From an optimization exercise on the open Yosys and OpenROAD flow, aimed at small area, a short achievable clock period and few clock cycles per item; shortcuts taken in it are not production practice.
For this run, only the layout was checked, not whether the RTL still works.
Power and IR drop assume default switching activity.

==> flow/design.v <==
package npc_pkg;
  localparam int unsigned NumColors = 22;
endpackage
module nearest_palette_color_unit #(
  parameter int unsigned PALETTE_SIZE = 22
) (
  input  logic        clk_i,
  input  logic        rst_ni,
  input  logic        cfg_we_i,
  input  logic [21:0] cfg_wdata_i,
  input  logic        pixel_valid_i,
  output logic        pixel_ready_o,
  input  logic [31:0] pixel_word_i,
  output logic        result_valid_o,
  input  logic        result_ready_i,
  output logic [4:0]  color_index_o,
  output logic        none_enabled_o
);
  function automatic logic [1:0] cmp_join(input logic [1:0] hi, input logic [1:0] lo);
    cmp_join = {hi[1] | (hi[0] & lo[1]), hi[1] | (hi[0] & lo[0])};
  endfunction
  function automatic logic ge_key(input logic [11:0] x, input logic [11:0] y);
    logic [23:0] p;
    logic [23:0] q;
    q = '0;
    for (int k = 0; k < 12; k++) p[2*k +: 2] = {x[k] & ~y[k], x[k] | ~y[k]};
    q[0 +: 2] = cmp_join(p[2 +: 2], p[0 +: 2]);
    q[2 +: 2] = cmp_join(p[6 +: 2], p[4 +: 2]);
    q[4 +: 2] = cmp_join(p[10 +: 2], p[8 +: 2]);
    q[6 +: 2] = cmp_join(p[14 +: 2], p[12 +: 2]);
    q[8 +: 2] = cmp_join(p[18 +: 2], p[16 +: 2]);
    q[10 +: 2] = cmp_join(p[22 +: 2], p[20 +: 2]);
    p[0 +: 2] = cmp_join(q[2 +: 2], q[0 +: 2]);
    p[2 +: 2] = cmp_join(q[6 +: 2], q[4 +: 2]);
    p[4 +: 2] = cmp_join(q[10 +: 2], q[8 +: 2]);
    q[0 +: 2] = cmp_join(p[2 +: 2], p[0 +: 2]);
    q[2 +: 2] = p[4 +: 2];
    p[0 +: 2] = cmp_join(q[2 +: 2], q[0 +: 2]);
    ge_key = p[0];
  endfunction
  logic [21:0] enable_mask_q;
  always_ff @(posedge clk_i or negedge rst_ni) begin
    if (!rst_ni) enable_mask_q <= 22'h3fffff;
    else if (cfg_we_i) enable_mask_q <= cfg_wdata_i;
  end
  logic ready_q;
  logic take_px;
  assign pixel_ready_o = ready_q;
  assign take_px = pixel_valid_i & ready_q;
  logic [23:0] px_q;
  logic [21:0] en_q;
  logic        vin_q;
  logic [30:0] lt_q;
  always_ff @(posedge clk_i) begin
    lt_q[0] <= pixel_word_i[7:0] < 8'd187;
    lt_q[1] <= pixel_word_i[7:0] < 8'd102;
    lt_q[2] <= pixel_word_i[15:8] < 8'd102;
    lt_q[3] <= pixel_word_i[23:16] < 8'd102;
    lt_q[4] <= pixel_word_i[23:16] < 8'd128;
    lt_q[5] <= pixel_word_i[15:8] < 8'd128;
    lt_q[6] <= pixel_word_i[7:0] < 8'd191;
    lt_q[7] <= pixel_word_i[7:0] < 8'd146;
    lt_q[8] <= pixel_word_i[15:8] < 8'd211;
    lt_q[9] <= pixel_word_i[23:16] < 8'd202;
    lt_q[10] <= pixel_word_i[7:0] < 8'd34;
    lt_q[11] <= pixel_word_i[15:8] < 8'd139;
    lt_q[12] <= pixel_word_i[23:16] < 8'd34;
    lt_q[13] <= pixel_word_i[7:0] < 8'd64;
    lt_q[14] <= pixel_word_i[15:8] < 8'd224;
    lt_q[15] <= pixel_word_i[23:16] < 8'd208;
    lt_q[16] <= pixel_word_i[7:0] < 8'd128;
    lt_q[17] <= pixel_word_i[7:0] < 8'd186;
    lt_q[18] <= pixel_word_i[15:8] < 8'd184;
    lt_q[19] <= pixel_word_i[23:16] < 8'd108;
    lt_q[20] <= pixel_word_i[7:0] < 8'd135;
    lt_q[21] <= pixel_word_i[15:8] < 8'd206;
    lt_q[22] <= pixel_word_i[23:16] < 8'd235;
    lt_q[23] <= pixel_word_i[7:0] < 8'd143;
    lt_q[24] <= pixel_word_i[15:8] < 8'd21;
    lt_q[25] <= pixel_word_i[7:0] < 8'd144;
    lt_q[26] <= pixel_word_i[15:8] < 8'd238;
    lt_q[27] <= pixel_word_i[23:16] < 8'd144;
    lt_q[28] <= pixel_word_i[7:0] < 8'd165;
    lt_q[29] <= pixel_word_i[15:8] < 8'd42;
    lt_q[30] <= pixel_word_i[23:16] < 8'd42;
  end
  always_ff @(posedge clk_i) begin
    px_q <= pixel_word_i[23:0];
    en_q <= enable_mask_q;
  end
  always_ff @(posedge clk_i or negedge rst_ni) begin
    if (!rst_ni) vin_q <= 1'b0;
    else vin_q <= take_px;
  end
  logic [7:0] px_r, px_g, px_b;
  assign px_r = px_q[7:0];
  assign px_g = px_q[15:8];
  assign px_b = px_q[23:16];
  logic [7:0] mn_r_187;
  assign mn_r_187 = lt_q[0] ? px_r[7:0] : 8'd187;
  logic [6:0] mn_r_102;
  assign mn_r_102 = lt_q[1] ? px_r[6:0] : 7'd102;
  logic [6:0] mn_g_102;
  assign mn_g_102 = lt_q[2] ? px_g[6:0] : 7'd102;
  logic [6:0] mn_b_102;
  assign mn_b_102 = lt_q[3] ? px_b[6:0] : 7'd102;
  logic [7:0] mn_b_128;
  assign mn_b_128 = lt_q[4] ? px_b[7:0] : 8'd128;
  logic [7:0] mn_g_128;
  assign mn_g_128 = lt_q[5] ? px_g[7:0] : 8'd128;
  logic [7:0] mn_r_191;
  assign mn_r_191 = lt_q[6] ? px_r[7:0] : 8'd191;
  logic [7:0] mn_r_146;
  assign mn_r_146 = lt_q[7] ? px_r[7:0] : 8'd146;
  logic [7:0] mn_g_211;
  assign mn_g_211 = lt_q[8] ? px_g[7:0] : 8'd211;
  logic [7:0] mn_b_202;
  assign mn_b_202 = lt_q[9] ? px_b[7:0] : 8'd202;
  logic [5:0] mn_r_34;
  assign mn_r_34 = lt_q[10] ? px_r[5:0] : 6'd34;
  logic [7:0] mn_g_139;
  assign mn_g_139 = lt_q[11] ? px_g[7:0] : 8'd139;
  logic [5:0] mn_b_34;
  assign mn_b_34 = lt_q[12] ? px_b[5:0] : 6'd34;
  logic [6:0] mn_r_64;
  assign mn_r_64 = lt_q[13] ? px_r[6:0] : 7'd64;
  logic [7:0] mn_g_224;
  assign mn_g_224 = lt_q[14] ? px_g[7:0] : 8'd224;
  logic [7:0] mn_b_208;
  assign mn_b_208 = lt_q[15] ? px_b[7:0] : 8'd208;
  logic [7:0] mn_r_128;
  assign mn_r_128 = lt_q[16] ? px_r[7:0] : 8'd128;
  logic [7:0] mn_r_186;
  assign mn_r_186 = lt_q[17] ? px_r[7:0] : 8'd186;
  logic [7:0] mn_g_184;
  assign mn_g_184 = lt_q[18] ? px_g[7:0] : 8'd184;
  logic [6:0] mn_b_108;
  assign mn_b_108 = lt_q[19] ? px_b[6:0] : 7'd108;
  logic [7:0] mn_r_135;
  assign mn_r_135 = lt_q[20] ? px_r[7:0] : 8'd135;
  logic [7:0] mn_g_206;
  assign mn_g_206 = lt_q[21] ? px_g[7:0] : 8'd206;
  logic [7:0] mn_b_235;
  assign mn_b_235 = lt_q[22] ? px_b[7:0] : 8'd235;
  logic [7:0] mn_r_143;
  assign mn_r_143 = lt_q[23] ? px_r[7:0] : 8'd143;
  logic [4:0] mn_g_21;
  assign mn_g_21 = lt_q[24] ? px_g[4:0] : 5'd21;
  logic [7:0] mn_r_144;
  assign mn_r_144 = lt_q[25] ? px_r[7:0] : 8'd144;
  logic [7:0] mn_g_238;
  assign mn_g_238 = lt_q[26] ? px_g[7:0] : 8'd238;
  logic [7:0] mn_b_144;
  assign mn_b_144 = lt_q[27] ? px_b[7:0] : 8'd144;
  logic [7:0] mn_r_165;
  assign mn_r_165 = lt_q[28] ? px_r[7:0] : 8'd165;
  logic [5:0] mn_g_42;
  assign mn_g_42 = lt_q[29] ? px_g[5:0] : 6'd42;
  logic [5:0] mn_b_42;
  assign mn_b_42 = lt_q[30] ? px_b[5:0] : 6'd42;
  logic [11:0] k0;
  assign k0 = {en_q[0], 10'd383, 1'b1};
  logic [11:0] k1;
  assign k1 = {en_q[1], 10'(px_r) + 10'(px_g) + 10'(px_b) + 10'd1, 1'b0};
  logic [11:0] k2;
  assign k2 = {en_q[2], 10'(px_r) + 10'd256, 1'b0};
  logic [11:0] k3;
  assign k3 = {en_q[3], 10'(px_g) + 10'd256, 1'b0};
  logic [11:0] k4;
  assign k4 = {en_q[4], 10'(px_b) + 10'd256, 1'b0};
  logic [11:0] k5;
  assign k5 = {en_q[5], 10'(mn_r_187) + 10'd290, 1'b0};
  logic [11:0] k6;
  assign k6 = {en_q[6], 10'(mn_r_102) + 10'(mn_g_102) + 10'(mn_b_102) + 10'd230, 1'b1};
  logic [11:0] k7;
  assign k7 = {en_q[7], 10'(mn_b_128) + 10'd319, 1'b1};
  logic [11:0] k8;
  assign k8 = {en_q[8], 10'(mn_g_128) + 10'(mn_b_128) + 10'd255, 1'b1};
  logic [11:0] k9;
  assign k9 = {en_q[9], 10'(mn_r_191) + 10'(px_g) + 10'd160, 1'b1};
  logic [11:0] k10;
  assign k10 = {en_q[10], 10'(px_g) + 10'(px_b) + 10'd128, 1'b1};
  logic [11:0] k11;
  assign k11 = {en_q[11], 10'(mn_r_146) + 10'(mn_g_211) + 10'(mn_b_202) + 10'd104, 1'b0};
  logic [11:0] k12;
  assign k12 = {en_q[12], 10'(mn_r_34) + 10'(mn_g_139) + 10'(mn_b_34) + 10'd280, 1'b0};
  logic [11:0] k13;
  assign k13 = {en_q[13], 10'(mn_r_64) + 10'(mn_g_224) + 10'(mn_b_208) + 10'd135, 1'b1};
  logic [11:0] k14;
  assign k14 = {en_q[14], 10'(mn_r_128) + 10'd319, 1'b1};
  logic [11:0] k15;
  assign k15 = {en_q[15], 10'(mn_r_128) + 10'(mn_b_128) + 10'd255, 1'b1};
  logic [11:0] k16;
  assign k16 = {en_q[16], 10'(mn_r_186) + 10'(mn_g_184) + 10'(mn_b_108) + 10'd144, 1'b1};
  logic [11:0] k17;
  assign k17 = {en_q[17], 10'(mn_r_135) + 10'(mn_g_206) + 10'(mn_b_235) + 10'd95, 1'b1};
  logic [11:0] k18;
  assign k18 = {en_q[18], 10'(mn_r_143) + 10'(mn_g_21) + 10'd301, 1'b1};
  logic [11:0] k19;
  assign k19 = {en_q[19], 10'(mn_r_144) + 10'(mn_g_238) + 10'(mn_b_144) + 10'd120, 1'b1};
  logic [11:0] k20;
  assign k20 = {en_q[20], 10'(mn_r_165) + 10'(mn_g_42) + 10'(mn_b_42) + 10'd259, 1'b0};
  logic [11:0] k21;
  assign k21 = {en_q[21], 10'(px_r) + 10'(px_g) + 10'd128, 1'b1};
  logic [11:0] r0_0_key;
  logic [11:0] r0_1_key;
  logic [11:0] r0_2_key;
  logic [11:0] r0_3_key;
  logic [11:0] r0_4_key;
  logic [11:0] r0_5_key;
  logic [11:0] r0_6_key;
  logic [11:0] r0_7_key;
  logic [11:0] r0_8_key;
  logic [11:0] r0_9_key;
  logic [11:0] r0_10_key;
  logic [11:0] r0_11_key;
  logic [11:0] r0_12_key;
  logic [11:0] r0_13_key;
  logic [11:0] r0_14_key;
  logic [11:0] r0_15_key;
  logic [11:0] r0_16_key;
  logic [11:0] r0_17_key;
  logic [11:0] r0_18_key;
  logic [11:0] r0_19_key;
  logic [11:0] r0_20_key;
  logic [11:0] r0_21_key;
  logic vs0_q;
  always_ff @(posedge clk_i) begin
    r0_0_key <= k0;
    r0_1_key <= k1;
    r0_2_key <= k2;
    r0_3_key <= k3;
    r0_4_key <= k4;
    r0_5_key <= k5;
    r0_6_key <= k6;
    r0_7_key <= k7;
    r0_8_key <= k8;
    r0_9_key <= k9;
    r0_10_key <= k10;
    r0_11_key <= k11;
    r0_12_key <= k12;
    r0_13_key <= k13;
    r0_14_key <= k14;
    r0_15_key <= k15;
    r0_16_key <= k16;
    r0_17_key <= k17;
    r0_18_key <= k18;
    r0_19_key <= k19;
    r0_20_key <= k20;
    r0_21_key <= k21;
  end
  always_ff @(posedge clk_i or negedge rst_ni) begin
    if (!rst_ni) vs0_q <= 1'b0;
    else vs0_q <= vin_q;
  end
  logic [11:0] t1_0_key;
  logic [1:0] t1_0_idx;
  logic t1_0_ge01;
  assign t1_0_ge01 = ge_key(r0_0_key, r0_1_key);
  logic t1_0_ge02;
  assign t1_0_ge02 = ge_key(r0_0_key, r0_2_key);
  logic t1_0_ge03;
  assign t1_0_ge03 = ge_key(r0_0_key, r0_3_key);
  logic t1_0_ge12;
  assign t1_0_ge12 = ge_key(r0_1_key, r0_2_key);
  logic t1_0_ge13;
  assign t1_0_ge13 = ge_key(r0_1_key, r0_3_key);
  logic t1_0_ge23;
  assign t1_0_ge23 = ge_key(r0_2_key, r0_3_key);
  logic t1_0_w0;
  assign t1_0_w0 = t1_0_ge01 & t1_0_ge02 & t1_0_ge03;
  logic t1_0_w1;
  assign t1_0_w1 = t1_0_ge12 & t1_0_ge13 & !t1_0_ge01;
  logic t1_0_w2;
  assign t1_0_w2 = t1_0_ge23 & !t1_0_ge02 & !t1_0_ge12;
  logic t1_0_w3;
  assign t1_0_w3 = !t1_0_ge03 & !t1_0_ge13 & !t1_0_ge23;
  assign t1_0_key = ({12{t1_0_w0}} & r0_0_key) | ({12{t1_0_w1}} & r0_1_key) | ({12{t1_0_w2}} & r0_2_key) | ({12{t1_0_w3}} & r0_3_key);
  assign t1_0_idx = 2'(({2{t1_0_w0}} & 2'd0) | ({2{t1_0_w1}} & 2'd1) | ({2{t1_0_w2}} & 2'd2) | ({2{t1_0_w3}} & 2'd3));
  logic [11:0] t1_1_key;
  logic [1:0] t1_1_idx;
  logic t1_1_ge01;
  assign t1_1_ge01 = ge_key(r0_4_key, r0_5_key);
  logic t1_1_ge02;
  assign t1_1_ge02 = ge_key(r0_4_key, r0_6_key);
  logic t1_1_ge03;
  assign t1_1_ge03 = ge_key(r0_4_key, r0_7_key);
  logic t1_1_ge12;
  assign t1_1_ge12 = ge_key(r0_5_key, r0_6_key);
  logic t1_1_ge13;
  assign t1_1_ge13 = ge_key(r0_5_key, r0_7_key);
  logic t1_1_ge23;
  assign t1_1_ge23 = ge_key(r0_6_key, r0_7_key);
  logic t1_1_w0;
  assign t1_1_w0 = t1_1_ge01 & t1_1_ge02 & t1_1_ge03;
  logic t1_1_w1;
  assign t1_1_w1 = t1_1_ge12 & t1_1_ge13 & !t1_1_ge01;
  logic t1_1_w2;
  assign t1_1_w2 = t1_1_ge23 & !t1_1_ge02 & !t1_1_ge12;
  logic t1_1_w3;
  assign t1_1_w3 = !t1_1_ge03 & !t1_1_ge13 & !t1_1_ge23;
  assign t1_1_key = ({12{t1_1_w0}} & r0_4_key) | ({12{t1_1_w1}} & r0_5_key) | ({12{t1_1_w2}} & r0_6_key) | ({12{t1_1_w3}} & r0_7_key);
  assign t1_1_idx = 2'(({2{t1_1_w0}} & 2'd0) | ({2{t1_1_w1}} & 2'd1) | ({2{t1_1_w2}} & 2'd2) | ({2{t1_1_w3}} & 2'd3));
  logic [11:0] t1_2_key;
  logic [1:0] t1_2_idx;
  logic t1_2_ge01;
  assign t1_2_ge01 = ge_key(r0_8_key, r0_9_key);
  logic t1_2_ge02;
  assign t1_2_ge02 = ge_key(r0_8_key, r0_10_key);
  logic t1_2_ge03;
  assign t1_2_ge03 = ge_key(r0_8_key, r0_11_key);
  logic t1_2_ge12;
  assign t1_2_ge12 = ge_key(r0_9_key, r0_10_key);
  logic t1_2_ge13;
  assign t1_2_ge13 = ge_key(r0_9_key, r0_11_key);
  logic t1_2_ge23;
  assign t1_2_ge23 = ge_key(r0_10_key, r0_11_key);
  logic t1_2_w0;
  assign t1_2_w0 = t1_2_ge01 & t1_2_ge02 & t1_2_ge03;
  logic t1_2_w1;
  assign t1_2_w1 = t1_2_ge12 & t1_2_ge13 & !t1_2_ge01;
  logic t1_2_w2;
  assign t1_2_w2 = t1_2_ge23 & !t1_2_ge02 & !t1_2_ge12;
  logic t1_2_w3;
  assign t1_2_w3 = !t1_2_ge03 & !t1_2_ge13 & !t1_2_ge23;
  assign t1_2_key = ({12{t1_2_w0}} & r0_8_key) | ({12{t1_2_w1}} & r0_9_key) | ({12{t1_2_w2}} & r0_10_key) | ({12{t1_2_w3}} & r0_11_key);
  assign t1_2_idx = 2'(({2{t1_2_w0}} & 2'd0) | ({2{t1_2_w1}} & 2'd1) | ({2{t1_2_w2}} & 2'd2) | ({2{t1_2_w3}} & 2'd3));
  logic [11:0] t1_3_key;
  logic [1:0] t1_3_idx;
  logic t1_3_ge01;
  assign t1_3_ge01 = ge_key(r0_12_key, r0_13_key);
  logic t1_3_ge02;
  assign t1_3_ge02 = ge_key(r0_12_key, r0_14_key);
  logic t1_3_ge03;
  assign t1_3_ge03 = ge_key(r0_12_key, r0_15_key);
  logic t1_3_ge12;
  assign t1_3_ge12 = ge_key(r0_13_key, r0_14_key);
  logic t1_3_ge13;
  assign t1_3_ge13 = ge_key(r0_13_key, r0_15_key);
  logic t1_3_ge23;
  assign t1_3_ge23 = ge_key(r0_14_key, r0_15_key);
  logic t1_3_w0;
  assign t1_3_w0 = t1_3_ge01 & t1_3_ge02 & t1_3_ge03;
  logic t1_3_w1;
  assign t1_3_w1 = t1_3_ge12 & t1_3_ge13 & !t1_3_ge01;
  logic t1_3_w2;
  assign t1_3_w2 = t1_3_ge23 & !t1_3_ge02 & !t1_3_ge12;
  logic t1_3_w3;
  assign t1_3_w3 = !t1_3_ge03 & !t1_3_ge13 & !t1_3_ge23;
  assign t1_3_key = ({12{t1_3_w0}} & r0_12_key) | ({12{t1_3_w1}} & r0_13_key) | ({12{t1_3_w2}} & r0_14_key) | ({12{t1_3_w3}} & r0_15_key);
  assign t1_3_idx = 2'(({2{t1_3_w0}} & 2'd0) | ({2{t1_3_w1}} & 2'd1) | ({2{t1_3_w2}} & 2'd2) | ({2{t1_3_w3}} & 2'd3));
  logic [11:0] t1_4_key;
  logic [1:0] t1_4_idx;
  logic t1_4_ge01;
  assign t1_4_ge01 = ge_key(r0_16_key, r0_17_key);
  logic t1_4_ge02;
  assign t1_4_ge02 = ge_key(r0_16_key, r0_18_key);
  logic t1_4_ge03;
  assign t1_4_ge03 = ge_key(r0_16_key, r0_19_key);
  logic t1_4_ge12;
  assign t1_4_ge12 = ge_key(r0_17_key, r0_18_key);
  logic t1_4_ge13;
  assign t1_4_ge13 = ge_key(r0_17_key, r0_19_key);
  logic t1_4_ge23;
  assign t1_4_ge23 = ge_key(r0_18_key, r0_19_key);
  logic t1_4_w0;
  assign t1_4_w0 = t1_4_ge01 & t1_4_ge02 & t1_4_ge03;
  logic t1_4_w1;
  assign t1_4_w1 = t1_4_ge12 & t1_4_ge13 & !t1_4_ge01;
  logic t1_4_w2;
  assign t1_4_w2 = t1_4_ge23 & !t1_4_ge02 & !t1_4_ge12;
  logic t1_4_w3;
  assign t1_4_w3 = !t1_4_ge03 & !t1_4_ge13 & !t1_4_ge23;
  assign t1_4_key = ({12{t1_4_w0}} & r0_16_key) | ({12{t1_4_w1}} & r0_17_key) | ({12{t1_4_w2}} & r0_18_key) | ({12{t1_4_w3}} & r0_19_key);
  assign t1_4_idx = 2'(({2{t1_4_w0}} & 2'd0) | ({2{t1_4_w1}} & 2'd1) | ({2{t1_4_w2}} & 2'd2) | ({2{t1_4_w3}} & 2'd3));
  logic [11:0] t1_5_key;
  logic [1:0] t1_5_idx;
  logic t1_5_ge01;
  assign t1_5_ge01 = ge_key(r0_20_key, r0_21_key);
  logic t1_5_w0;
  assign t1_5_w0 = t1_5_ge01;
  logic t1_5_w1;
  assign t1_5_w1 = !t1_5_ge01;
  assign t1_5_key = t1_5_w0 ? r0_20_key : r0_21_key;
  assign t1_5_idx = 2'(t1_5_w0 ? 2'd0 : 2'd1);
  logic [11:0] t2_0_key;
  logic [2:0] t2_0_idx;
  logic t2_0_ge01;
  assign t2_0_ge01 = ge_key(t1_0_key, t1_1_key);
  logic t2_0_w0;
  assign t2_0_w0 = t2_0_ge01;
  logic t2_0_w1;
  assign t2_0_w1 = !t2_0_ge01;
  assign t2_0_key = t2_0_w0 ? t1_0_key : t1_1_key;
  assign t2_0_idx = 3'(t2_0_w0 ? {1'd0, t1_0_idx} : {1'd1, t1_1_idx});
  logic [11:0] t2_1_key;
  logic [2:0] t2_1_idx;
  logic t2_1_ge01;
  assign t2_1_ge01 = ge_key(t1_2_key, t1_3_key);
  logic t2_1_w0;
  assign t2_1_w0 = t2_1_ge01;
  logic t2_1_w1;
  assign t2_1_w1 = !t2_1_ge01;
  assign t2_1_key = t2_1_w0 ? t1_2_key : t1_3_key;
  assign t2_1_idx = 3'(t2_1_w0 ? {1'd0, t1_2_idx} : {1'd1, t1_3_idx});
  logic [11:0] t2_2_key;
  logic [2:0] t2_2_idx;
  logic t2_2_ge01;
  assign t2_2_ge01 = ge_key(t1_4_key, t1_5_key);
  logic t2_2_w0;
  assign t2_2_w0 = t2_2_ge01;
  logic t2_2_w1;
  assign t2_2_w1 = !t2_2_ge01;
  assign t2_2_key = t2_2_w0 ? t1_4_key : t1_5_key;
  assign t2_2_idx = 3'(t2_2_w0 ? {1'd0, t1_4_idx} : {1'd1, t1_5_idx});
  logic [11:0] r2_0_key;
  logic [2:0] r2_0_idx;
  logic [11:0] r2_1_key;
  logic [2:0] r2_1_idx;
  logic [11:0] r2_2_key;
  logic [2:0] r2_2_idx;
  logic vs2_q;
  always_ff @(posedge clk_i) begin
    r2_0_key <= t2_0_key;
    r2_0_idx <= t2_0_idx;
    r2_1_key <= t2_1_key;
    r2_1_idx <= t2_1_idx;
    r2_2_key <= t2_2_key;
    r2_2_idx <= t2_2_idx;
  end
  always_ff @(posedge clk_i or negedge rst_ni) begin
    if (!rst_ni) vs2_q <= 1'b0;
    else vs2_q <= vs0_q;
  end
  logic [11:0] t3_0_key;
  logic [3:0] t3_0_idx;
  logic t3_0_ge01;
  assign t3_0_ge01 = ge_key(r2_0_key, r2_1_key);
  logic t3_0_w0;
  assign t3_0_w0 = t3_0_ge01;
  logic t3_0_w1;
  assign t3_0_w1 = !t3_0_ge01;
  assign t3_0_key = t3_0_w0 ? r2_0_key : r2_1_key;
  assign t3_0_idx = 4'(t3_0_w0 ? {1'd0, r2_0_idx} : {1'd1, r2_1_idx});
  logic [11:0] t3_1_key;
  logic [3:0] t3_1_idx;
  assign t3_1_key = r2_2_key;
  assign t3_1_idx = 4'(r2_2_idx);
  logic [11:0] t4_0_key;
  logic [4:0] t4_0_idx;
  logic t4_0_ge01;
  assign t4_0_ge01 = ge_key(t3_0_key, t3_1_key);
  logic t4_0_w0;
  assign t4_0_w0 = t4_0_ge01;
  logic t4_0_w1;
  assign t4_0_w1 = !t4_0_ge01;
  assign t4_0_key = t4_0_w0 ? t3_0_key : t3_1_key;
  assign t4_0_idx = 5'(t4_0_w0 ? {1'd0, t3_0_idx} : {1'd1, t3_1_idx});
  logic [5:0] res;
  logic      res_v;
  assign res = {!t4_0_key[11], t4_0_key[11] ? 5'(t4_0_idx) : 5'd0};
  assign res_v = vs2_q;
  logic [4:0] q_v;
  logic [5:0] q0_q;
  logic [5:0] q1_q;
  logic [5:0] q2_q;
  logic [5:0] q3_q;
  logic [5:0] q4_q;
  logic take_res;
  assign take_res = q_v[0] & result_ready_i;
  assign result_valid_o = q_v[0];
  assign color_index_o = q0_q[4:0];
  assign none_enabled_o = q0_q[5];
  logic [4:0] sh_v;
  logic [4:0] nx_v;
  assign sh_v = take_res ? (q_v >> 1) : q_v;
  assign nx_v = sh_v | (res_v ? ((sh_v + 1'b1) & ~sh_v) : '0);
  always_ff @(posedge clk_i) begin
    q0_q <= sh_v[0] ? (take_res ? q1_q : q0_q) : res;
    q1_q <= sh_v[1] ? (take_res ? q2_q : q1_q) : res;
    q2_q <= sh_v[2] ? (take_res ? q3_q : q2_q) : res;
    q3_q <= sh_v[3] ? (take_res ? q4_q : q3_q) : res;
    q4_q <= sh_v[4] ? q4_q : res;
  end
  always_ff @(posedge clk_i or negedge rst_ni) begin
    if (!rst_ni) q_v <= '0;
    else q_v <= nx_v;
  end
  logic [2:0] occ_q;
  logic [2:0] occ_nx;
  assign occ_nx = occ_q + 3'(take_px) - 3'(take_res);
  always_ff @(posedge clk_i or negedge rst_ni) begin
    if (!rst_ni) begin
      occ_q   <= '0;
      ready_q <= 1'b0;
    end else begin
      occ_q   <= occ_nx;
      ready_q <= occ_nx < 3'd5;
    end
  end
endmodule
==> flow/run.sh <==
#!/bin/bash
# synth_recipe.tcl (not shown) runs the flow's synth.tcl, then flattens the netlist and writes it again
# the make line also repeats each setting of config.mk as NAME=value (left out here)
make -C /OpenROAD-flow-scripts/flow DESIGN_CONFIG=/design/flow/config.mk WORK_HOME=/design/flow/orfs CLKGATE_MAP_FILE= SYNTH_SCRIPT=/design/flow/synth_recipe.tcl finish
==> flow/config.mk <==
export PLATFORM = sky130hd
export DESIGN_NAME = nearest_palette_color_unit
export DESIGN_NICKNAME = nearest_palette_color_unit
export VERILOG_FILES = /design/flow/design.v
export SDC_FILE = /design/flow/constraint.sdc
export NUM_CORES = 4
export LEC_CHECK = 0
export ABC_AREA = 1
export CAP_MARGIN = 20
export CORE_MARGIN = 2
export CORE_UTILIZATION = 40
export SETUP_SLACK_MARGIN = 2.4
export SLEW_MARGIN = 20
==> flow/constraint.sdc <==
create_clock -name core_clock -period 5.5 [get_ports {clk_i}]
set_input_delay 1.1000 -clock core_clock [delete_from_list [all_inputs] [get_ports {clk_i}]]
set_output_delay 1.1000 -clock core_clock [all_outputs]
set_load 0.01 [all_outputs]
==> flow_metrics.tcl <==
set metrics [dict create \
    status "finished clean" \
    rsz0062_at_grt "true" \
    drc 0 \
    vias_per_cell 4.99 \
    fin_nets 4440 \
    synthCells 3985 \
    die-area_um2 71600 \
    portBuffers 58 \
    synth_fp_nets 4325 \
    postSynth.asyncResetShare 0.0825 \
    startpoint_type "flip-flop" \
    clock_latency_ns 0.60 \
    hold_depth 0 \
    critPathCaptureType "flip-flop" \
    design_area_um2 31900 \
    place_congestion 0.915 \
    r2r-end "r0_11_key[9]$_DFF_P_" \
    min_path_type "reg2reg" \
    yosys_warnings 1 \
    min_to "r0_13_key[11]$_DFF_P_" \
    instances_no_fill 5072 \
    synth-edff-count 30 \
    firstDrtPassIters 6 \
    postRouteWirelength_mm 81.1 \
    grt_pass1_vias 23100 \
    cap_viol_max_count 0 \
    final_common_cell "nand2_1" \
    antenna_found_initial 1 \
    mostFrequentLayoutCells "1,161 x nand2_1, 615 x inv_1, 326 x nor2_1, 293 x dfxtp_1, 252 x nand3_1" \
    cts_root_buffer "clkbuf_16" \
    power_mw 18.0 \
    r2r_slack_ns 2.53 \
    ir_worst_vdd_uv 350 \
    drv_slew 0 \
    pin_count 67 \
    clockBufferDepth 3 \
    ctsHoldBuffers 0 \
    cts_tree "done" \
    start_util 0.404 \
    setup_violations 0 \
    die_w_um 268 \
    dpl.hpwl_mm 61.9 \
    fillers 7008 \
    clk_pin_slew_ns 0.06 \
    rr_worst_depth 11 \
    netlist_area_um2 27800 \
    synth-seq-cells 412 \
    antenna_left 0 \
    yosysUniqueCellTypes 63 \
    crit_fanout 12 \
    grt_util_all_layers 0.226 \
    grt_pass1_wl_mm 126 \
    finalHoldViolations 0 \
    period_share 0.541 \
    grt_overflow_total 0 \
    synth_ff_type "dfxtp_1" \
    fin_skew_ns 0.0173 \
    tns_ns 0 \
    min-delay-start "en_q[13]$_DFF_P_" \
    arrival_ns 3.46 \
    min_period_ns 2.97 \
    vias 25300 \
    drive_gt1_frac 0.112 \
    final_util 0.464 \
    die_y_um 268 \
    placed_cells 4938 \
    row_count 96 \
    worstPathRequired_ns 5.99 \
    areaGrowthSynthToFinish_pct 14.8 \
    numCtsBuffers 49 \
    synth-seq-area-share 0.315 \
    fmax_ghz 0.336 \
    drt_iter0_drc 1835 \
    cts_sinks 412 \
    wl_per_cell_um 16.0 \
    worst_slew_pin_slew_ns 0.977 \
    diodes 0 \
    place_area_um2 29300 \
    r2r_start "px_q[2]$_DFF_P_" \
    avgSynthCellArea_um2 6.97 \
    grt_max_degree 35 \
    power_per_cell_area_nw_per_um2 564 \
    slew_headroom 0.349 \
    core_um2 68700 \
    h-tree-depth 2 \
    leakagePower_nw 16.8 \
    path_class "reg2reg" \
]
==> metrics by stage <==
step	hold slack, ns	setup WS, ns
4_1_cts	0.313	2.40
2_1_floorplan	0.310	2.51
3_3_place_gp	0.310	1.91
3_5_place_dp	0.312	1.87
6_report	0.316	2.53
5_1_grt	0.323	2.37
==> cells by family (layout without fill, tap and decap cells) <==
kind of cell             after synthesis  count (layout)  synth area share
AO/OA/AOI/OAI                        484             484            0.0976
XOR/XNOR                              97              97            0.0306
adder cells (fa/ha/maj)              282             282             0.146
buffers and inverters                725             879             0.101
flip-flops                           412             412             0.315
multiplexers                          25              25            0.0101
AND/OR/NAND/NOR                     1960            1962             0.300
==> state kept, by name, summed over array words and instances, names as in the netlist, 12 cells and up <==
register       cells
en_q              22
enable_mask_q     22
lt_q              31
px_q              24
r2_0_key          12
r2_1_key          12
r2_2_key          12
==> what timing repair did <==
item | in CTS | in global routing
cloned | 0 | 2
buffers inserted | 3 | 37
pin swaps | 2 | 19
endpoints found under the setup margin | 91 | 87
resized for setup | 46 | 120
==> worst max-delay path, cell delays in order, from the launching register on <==
cell and delay, ns:
dfxtp_4 0.42, buf_4 0.17, nand2_1 0.05, inv_1 0.06
fa_1 0.44, fa_1 0.53, fa_1 0.49, a31oi_2 0.23
nor2_1 0.07, o21ai_0 0.18, nand2_1 0.09, xor2_1 0.14
==> area by class of cell <==
cell class	instances	area [um2]	share of cell area
clock buffer	69	1390	0.0437
tap	931	1160	0.0365
sequential	412	8840	0.277
inverter	680	2570	0.0806
multi-input combinational	2850	16600	0.520
clock inverter	23	297	0.00930
timing repair buffer	107	1030	0.0324
==> per-layer routing <==
metal / vias up / routed length (um) / track usage
li1: 12800 / - / -
met1: 11600 / 37100 / 0.308
met2: 717 / 36200 / 0.364
met3: 139 / 5130 / 0.0352
met4: 0 / 2660 / 0.0764
met5: - / 0 / 0
==> synthesized netlist by cell type (all sizes together) (2+ instances only) <==
library cell	number	area share
dfxtp	348	0.25
inv	676	0.091
mux2	25	0.010
a41oi	2	0.00063
buf	20	0.0058
xor2	78	0.025
o21ai	182	0.033
o22ai	12	0.0027
and2	3	0.00068
clkinv	4	0.00054
nor2	353	0.051
o2111ai	3	0.00095
ha	211	0.095
nand2	1232	0.17
nand3b	7	0.0019
fa	70	0.050
o211ai	5	0.0015
o21bai	13	0.0036
dfstp	22	0.021
nand3	261	0.048
a21oi	219	0.042
dfrtp	12	0.011
xnor2	19	0.0060
a21o	6	0.0016
clkbuf	25	0.0034
o31ai	3	0.00081
nor3	15	0.0031
a31oi	28	0.0063
a21boi	6	0.0024
edfxtp	30	0.032
o21a	2	0.00054
or2	18	0.0041
nand4	69	0.016
==> worst max-delay path by stage <==
stage                               from                    end  slack (ns)  cells after the start
finish                   px_q[2]$_DFF_P_   r0_11_key[9]$_DFF_P_        2.53                     11
global route         r0_6_key[9]$_DFF_P_    r2_0_key[7]$_DFF_P_        2.37                     19
CTS                      px_q[0]$_DFF_P_   r0_1_key[10]$_DFF_P_        2.40                     15
detailed placement   r2_1_key[1]$_DFF_P_      q0_q[1]$_DFFE_PP_        1.87                     19
global placement    r0_10_key[3]$_DFF_P_   r2_1_key[11]$_DFF_P_        1.91                     19
floorplan                px_q[9]$_DFF_P_  r0_13_key[10]$_DFF_P_        2.51                     15
==> power by group <==
| group | internal (mW) | total (mW) | leakage (nW) | switching, mW |
|---|---|---|---|---|
| clock | 2.02 | 3.40 | 0.820 | 1.37 |
| sequential | 3.96 | 4.88 | 3.65 | 0.918 |
| combinational | 3.34 | 9.74 | 12.4 | 6.39 |

[afterwards: timing with drivers on the ports]
The flow's constraints put no driver on any port. The routed layout listed below was extracted and timed again, unchanged, in two steps.
Step 1 sets driving cells, clkbuf_16 on the clock port and buf_2 on the other inputs (assumed; they add their load-dependent delay and slew).
Step 2, shift: input delay + t, output delay - t, t = (earliest + latest rising clock arrival at the registers) / 2. This alone moves slack from input paths to output paths.
Slacks: ideal ports / drivers / drivers and shift; pairs: ideal ports / drivers.
shift t [ns]: 0.653
setup slack, ns: 2.526 / 2.526 / 2.293
slew at the worst register clock pin (ns): 0.07 / 0.07
worst slew at a driven data input, ns: 0.04
After both steps setup and hold are still met in this run. For this run, drivers alone change the setup slack by 0.000 ns; drivers and shift together by -0.233 ns.
